What follows belongs to an exercise in optimizing a design on an open flow for a short achievable clock period and few clock cycles; a production flow would make more cautious choices. Function was checked by simulation only, so behaviour that the tests miss may differ from the original.

==> v21: inputs <==
## cpuTop
module cpuTop (
    input  logic        clk,
    input  logic        rst,
    input  logic        run,
    input  logic        progWe,
    input  logic [7:0]  progAddr,
    input  logic [15:0] progData,
    input  logic [7:0]  ioPins,
    output logic        halted,
    output logic [7:0]  ioDir,
    output logic [7:0]  ioPort,
    output logic        vidWe,
    output logic [11:0] vidAddr,
    output logic [7:0]  vidData
);
export LEC_CHECK = 0
export ABC_CLOCK_PERIOD_IN_PS = 3000
export CAP_MARGIN = 20
export CORE_MARGIN = 2
export CORE_UTILIZATION = 45
export SLEW_MARGIN = 20
export TNS_END_PERCENT = 10
create_clock -name core_clock -period 10.0 [get_ports {clk}]
standard.sh (not shown) runs the stock make flow with config.mk's settings and CLKGATE_MAP_FILE= SYNTH_SCRIPT=/design/flow/synth_recipe.tcl, a recipe that flattens the netlist after the stock synthesis.
==> flow/flow/run.sh <==
#!/bin/bash
# The standard layout (its own synthesis and ORFS steps, unchanged), with
# the timing repair asked for more setup slack than the clock period needs,
# so that the layout runs faster than the design's period requires. The
# make output goes to make_finish.log; each ORFS step keeps its own log under
# orfs/logs.
set -uo pipefail
bash standard.sh SETUP_SLACK_MARGIN=6.3 finish > make_finish.log 2>&1
==> v35 (differences from v21) <==
--- a/flow/design.v
+++ b/flow/design.v
@@ -187,28 +187,26 @@
         canPair = !isBz(a) && !isHaltW(a) && !isBz(b) && !isHaltW(b)
                   && !((a[3:0] == 4'h8) && (b[3:0] == 4'h8))
                   && !((b[3:0] == 4'h6) && setsFlagsW(a))
                   && (!rawHazard(a, b) || (a[3:0] == 4'h0));
     endfunction
     logic        stopped;
     logic        adv;
-    logic [7:0]  fpc;                            
     logic [255:0] fOH;                           
     logic        lastBz;                         
     logic [15:0] fb [4];                         
     logic [2:0]  fbCnt;
     logic [15:0] q [8];                          
     logic [3:0]  qCnt;
     logic        dValid0;
     logic        dValid1;
     logic [15:0] dIr0;
     logic [15:0] dIr1;
     logic        dHasBz;
     logic        dBzMid;                         
-    logic [7:0]  dBzImm;                         
     logic [255:0] dBzOH;                         
     logic [15:0] sIr0;                           
     logic [15:0] sIr1;                           
     logic        xValid [2];
     logic [3:0]  xOp [2];
     logic [3:0]  xRd [2];
     logic [2:0]  xPair [2];
@@ -219,15 +217,14 @@
     logic        xBzMid;
     logic        xmLane1;                        
     logic        xlLd;
     logic        xlLane1;
     logic [7:0]  xlA;
     logic [7:0]  xlB;
     logic [255:0] xlOH;
-    logic [7:0]  xBzImm;
     logic [255:0] xBzOH;
     logic        xmLd;
     logic        xmSt;
     logic [7:0]  xmA;
     logic [255:0] xmOH;                          
     logic [7:0]  xmB;
     logic [7:0]  xmC;
@@ -399,15 +396,14 @@
     endfunction
     logic sOk;                                   
     logic s1Ok;                                  
     assign sOk  = !isJmp(sIr0) && !isNop(sIr0) && !isBz(sIr0);
     assign s1Ok = !isJmp(sIr1) && !isNop(sIr1);
     logic [15:0]  g [4];
     logic [15:0]  h [2];
-    assign fOH  = dec(fpc);
     assign g[0] = romRead(fOH);
     assign g[1] = romRead(rotl(fOH, 1));
     assign g[2] = romRead(rotl(fOH, 2));
     assign g[3] = romRead(rotl(fOH, 3));
     assign h[0] = romRead(rotl(xBzOH, 2));
     assign h[1] = romRead(rotl(xBzOH, 3));
     logic [3:0]   gKeep;
@@ -472,37 +468,37 @@
         case (hKeep)
             2'b00:   begin heCnt = 2'd0; end
             2'b01:   begin heCnt = 2'd1; end
             2'b10:   begin heCnt = 2'd1; he[0] = h[1]; end
             default: begin heCnt = 2'd2; end
         endcase
     end
-    logic [7:0] gNext;
-    logic [7:0] hNext;
+    logic [255:0] gNext;
+    logic [255:0] hNext;
     always_comb begin
         if (gJmp[0])
-            gNext = g[0][11:4];
+            gNext = dec(g[0][11:4]);
         else if (gJmp[1])
-            gNext = g[1][11:4];
+            gNext = dec(g[1][11:4]);
         else if (gJmp[2])
-            gNext = g[2][11:4];
+            gNext = dec(g[2][11:4]);
         else if (gJmp[3])
-            gNext = g[3][11:4];
+            gNext = dec(g[3][11:4]);
         else
-            gNext = fpc + 8'd4;
+            gNext = rotl(fOH, 4);
         if (hJmp[0])
-            hNext = h[0][11:4];
+            hNext = dec(h[0][11:4]);
         else if (hJmp[1])
-            hNext = h[1][11:4];
+            hNext = dec(h[1][11:4]);
         else
-            hNext = xBzImm + 8'd4;
+            hNext = rotl(xBzOH, 4);
     end
     logic [15:0]  e [4];
     logic [2:0]   eCnt;
-    logic [7:0]   nfpc;
+    logic [255:0] nfpc;
     logic         nLastBz;
     always_comb begin
         if (taken) begin
             e[0]    = he[0];
             e[1]    = he[1];
             e[2]    = he[1];
             e[3]    = he[1];
@@ -532,15 +528,14 @@
     logic        fetchEn;
     function automatic logic atLeast(input int k);
         atLeast = 1'b0;
         for (int m = 0; m <= 8; m++)
             if ((qCnt == 4'(m)) && ((m >= k) || (int'(fbCnt) >= k - m)))
                 atLeast = 1'b1;
     endfunction
-    logic [15:0] qNext [8];                      
     logic        sv1;
     logic        sv2;
     logic        sv3;
     logic [3:0]  sLeft [4];                      
     always_comb begin
         for (int j = 0; j < 11; j++) begin
             s[j] = fb[3];
@@ -557,100 +552,91 @@
         sLeft[2] = sCnt - 4'd2;
         sLeft[3] = sCnt - 4'd3;
         sv1      = atLeast(1);
         sv2      = atLeast(2);
         sv3      = atLeast(3);
         pairA  = sv2 && canPair(s[0], s[1]);
         midBz  = sv2 && isBz(s[1]) && !isBz(s[0]) && !isHaltW(s[0]);
-        pairM  = midBz && sv3 && canPair(s[0], s[2]) && (s[2][3:0] != 4'h8);
-        leadBz = sv2 && isBz(s[0]) && !isBz(s[1]) && !isHaltW(s[1]) && (s[1][3:0] != 4'h8);
+        pairM  = midBz && sv3 && canPair(s[0], s[2]);
+        leadBz = sv2 && isBz(s[0]) && !isBz(s[1]) && !isHaltW(s[1]);
         pair   = pairA | pairM | leadBz;
         bzWord = midBz ? s[1] : s[2];
         attach = midBz | (pairA && sv3 && isBz(s[2]));
         case ({sv1, pair, attach})
             3'b100:  take = 2'd1;
             3'b110:  take = 2'd2;
             3'b101:  take = 2'd2;
             3'b111:  take = 2'd3;
             default: take = 2'd0;
         endcase
         fetchEn = !atLeast(7);
-        for (int i = 0; i < 8; i++) begin
-            case (take)
-                2'd0:    qNext[i] = s[i];
-                2'd1:    qNext[i] = s[i + 1];
-                2'd2:    qNext[i] = s[i + 2];
-                default: qNext[i] = s[i + 3];
-            endcase
-        end
         if (isBz(s[0]))
             bzWord = s[0];
     end
     always_ff @(posedge clk) begin
         if (rstQ) begin
-            fpc     <= 8'h00;
+            fOH     <= 256'd1;
             lastBz  <= 1'b0;
             fbCnt   <= 3'd0;
             qCnt    <= 4'd0;
             dValid0 <= 1'b0;
             dValid1 <= 1'b0;
         end else if (adv) begin
             if (taken) begin
                 qCnt    <= 4'd0;
                 dBzMid  <= 1'b0;
                 dValid1 <= 1'b0;
                 if (!sOk) begin
-                    fpc     <= xBzImm;
+                    fOH     <= xBzOH;
                     lastBz  <= 1'b0;
                     fbCnt   <= 3'd0;
                     dValid0 <= 1'b0;
                 end else if (!s1Ok) begin
-                    fpc     <= xBzImm + 8'd1;
+                    fOH     <= rotl(xBzOH, 1);
                     lastBz  <= 1'b0;
                     fbCnt   <= 3'd0;
                     dValid0 <= 1'b0;
                 end else begin
-                    fpc     <= nfpc;
+                    fOH     <= nfpc;
                     lastBz  <= nLastBz;
                     fbCnt   <= eCnt;
                     dValid0 <= 1'b1;
                 end
             end else begin
                 qCnt    <= sLeft[take];
                 dValid0 <= sv1;
                 dValid1 <= pair;
                 dBzMid  <= midBz | leadBz;
                 if (fetchEn) begin
-                    fpc    <= nfpc;
+                    fOH    <= nfpc;
                     lastBz <= nLastBz;
                     fbCnt  <= eCnt;
                 end else
                     fbCnt  <= 3'd0;
             end
         end
     end
     always_ff @(posedge clk) begin
         if (adv) begin
             for (int i = 0; i < 4; i++)
                 fb[i] <= e[i];
             for (int i = 0; i < 8; i++)
-                q[i] <= qNext[i];
+                q[i] <= s[i + take];
             if (taken) begin
                 dIr0    <= sIr1;
                 dHasBz  <= isBz(sIr1);
-                dBzImm  <= sIr1[11:4];
+                dBzOH   <= dec(sIr1[11:4]);
             end else begin
                 dIr0    <= s[0];
                 dIr1    <= pairM ? s[2] : s[1];
                 dHasBz  <= isBz(s[0]) | attach;
-                dBzImm  <= bzWord[11:4];
+                dBzOH   <= dec(bzWord[11:4]);
             end
         end
     end
-    assign dBzOH = dec(dBzImm);
     always_ff @(posedge clk) begin
         if (adv) begin
             sIr0 <= romRead(dBzOH);
             sIr1 <= romRead(rotl(dBzOH, 1));
         end
     end
     logic        dMem0;
@@ -723,30 +709,29 @@
                     xmA  <= fwd(idxA(dIr0));
                     xmOH <= dec(fwd(idxA(dIr0)));
                     xmB  <= fwd(idxB(dIr0));
                     xmC  <= fwd(dIr0[15:12]);
                 end
             end
             xBzOH   <= dBzOH;
-            xBzImm  <= dBzImm;
             xlLane1 <= !dMem1;
             if (dMem1) begin
                 xlA  <= fwd(idxA(dIr0));
                 xlOH <= dec(fwd(idxA(dIr0)));
                 xlB  <= fwd(idxB(dIr0));
             end else begin
                 xlA  <= fwd1(idxA(dIr1));
                 xlOH <= dec(fwd1(idxA(dIr1)));
                 xlB  <= fwd1(idxB(dIr1));
             end
         end
     end
     logic       stEn;
     logic [7:0] stData;
-    assign stEn   = adv & xmSt;                  
+    assign stEn   = adv & xmSt & ~(xmLane1 & kill1);
     assign stData = xmC;
     for (genvar i = 0; i < 16; i++) begin : gRegs
         always_ff @(posedge clk) begin
             if (rstQ)
                 regs[i] <= 8'h00;
             else if (adv) begin
                 if (laneHit(1, i[3:0]) && live1)
==> v1 (differences from v21) <==
--- a/flow/design.v
+++ b/flow/design.v
@@ -532,15 +532,14 @@
     logic        fetchEn;
     function automatic logic atLeast(input int k);
         atLeast = 1'b0;
         for (int m = 0; m <= 8; m++)
             if ((qCnt == 4'(m)) && ((m >= k) || (int'(fbCnt) >= k - m)))
                 atLeast = 1'b1;
     endfunction
-    logic [15:0] qNext [8];                      
     logic        sv1;
     logic        sv2;
     logic        sv3;
     logic [3:0]  sLeft [4];                      
     always_comb begin
         for (int j = 0; j < 11; j++) begin
             s[j] = fb[3];
@@ -570,22 +569,14 @@
             3'b100:  take = 2'd1;
             3'b110:  take = 2'd2;
             3'b101:  take = 2'd2;
             3'b111:  take = 2'd3;
             default: take = 2'd0;
         endcase
         fetchEn = !atLeast(7);
-        for (int i = 0; i < 8; i++) begin
-            case (take)
-                2'd0:    qNext[i] = s[i];
-                2'd1:    qNext[i] = s[i + 1];
-                2'd2:    qNext[i] = s[i + 2];
-                default: qNext[i] = s[i + 3];
-            endcase
-        end
         if (isBz(s[0]))
             bzWord = s[0];
     end
     always_ff @(posedge clk) begin
         if (rstQ) begin
             fpc     <= 8'h00;
             lastBz  <= 1'b0;
@@ -629,15 +620,15 @@
         end
     end
     always_ff @(posedge clk) begin
         if (adv) begin
             for (int i = 0; i < 4; i++)
                 fb[i] <= e[i];
             for (int i = 0; i < 8; i++)
-                q[i] <= qNext[i];
+                q[i] <= s[i + take];
             if (taken) begin
                 dIr0    <= sIr1;
                 dHasBz  <= isBz(sIr1);
                 dBzImm  <= sIr1[11:4];
             end else begin
                 dIr0    <= s[0];
                 dIr1    <= pairM ? s[2] : s[1];
==> qor summary <==
	v1	v21	v35
Status	aborted with a tool error	aborted with a tool error	aborted with a tool error
Failing step	global routing	global routing	global routing
Die width	1060 um	1060 um	1080 um
Setup Buffers After CTS	1198	1210	2489
Most common cell in the synthesized netlist	sky130_fd_sc_hd__a22oi_1	sky130_fd_sc_hd__a22oi_1	sky130_fd_sc_hd__a221oi_1
Parity-gate share of the synthesized area counting xor and xnor cells	0.469%	0.480%	0.431%
Sinks on Clock Net	7518	7518	8006
Synth cell types	126	117	127
Sequential element share of the synthesized area	45.0%	44.9%	45.0%
Placed cell count	62000	61700	62200
Number of buffers added by the clock tree synthesis step	795	787	849
Y dimension of the die	1060 um	1060 um	1080 um
Flip-flop and latch count after synthesis	7518	7518	8006
Initial standard-cell utilization of the core	45.1%	45.1%	45.1%
Synth Area in Compound Gates	34.4%	34.4%	37.3%
Testbench counts of v21, summed over its fixed seeds: cycles 51,427.
Testbench counts of v35, summed over its fixed seeds: cycles 51,359.
Testbench counts of v1, summed over its fixed seeds: cycles 51,427.
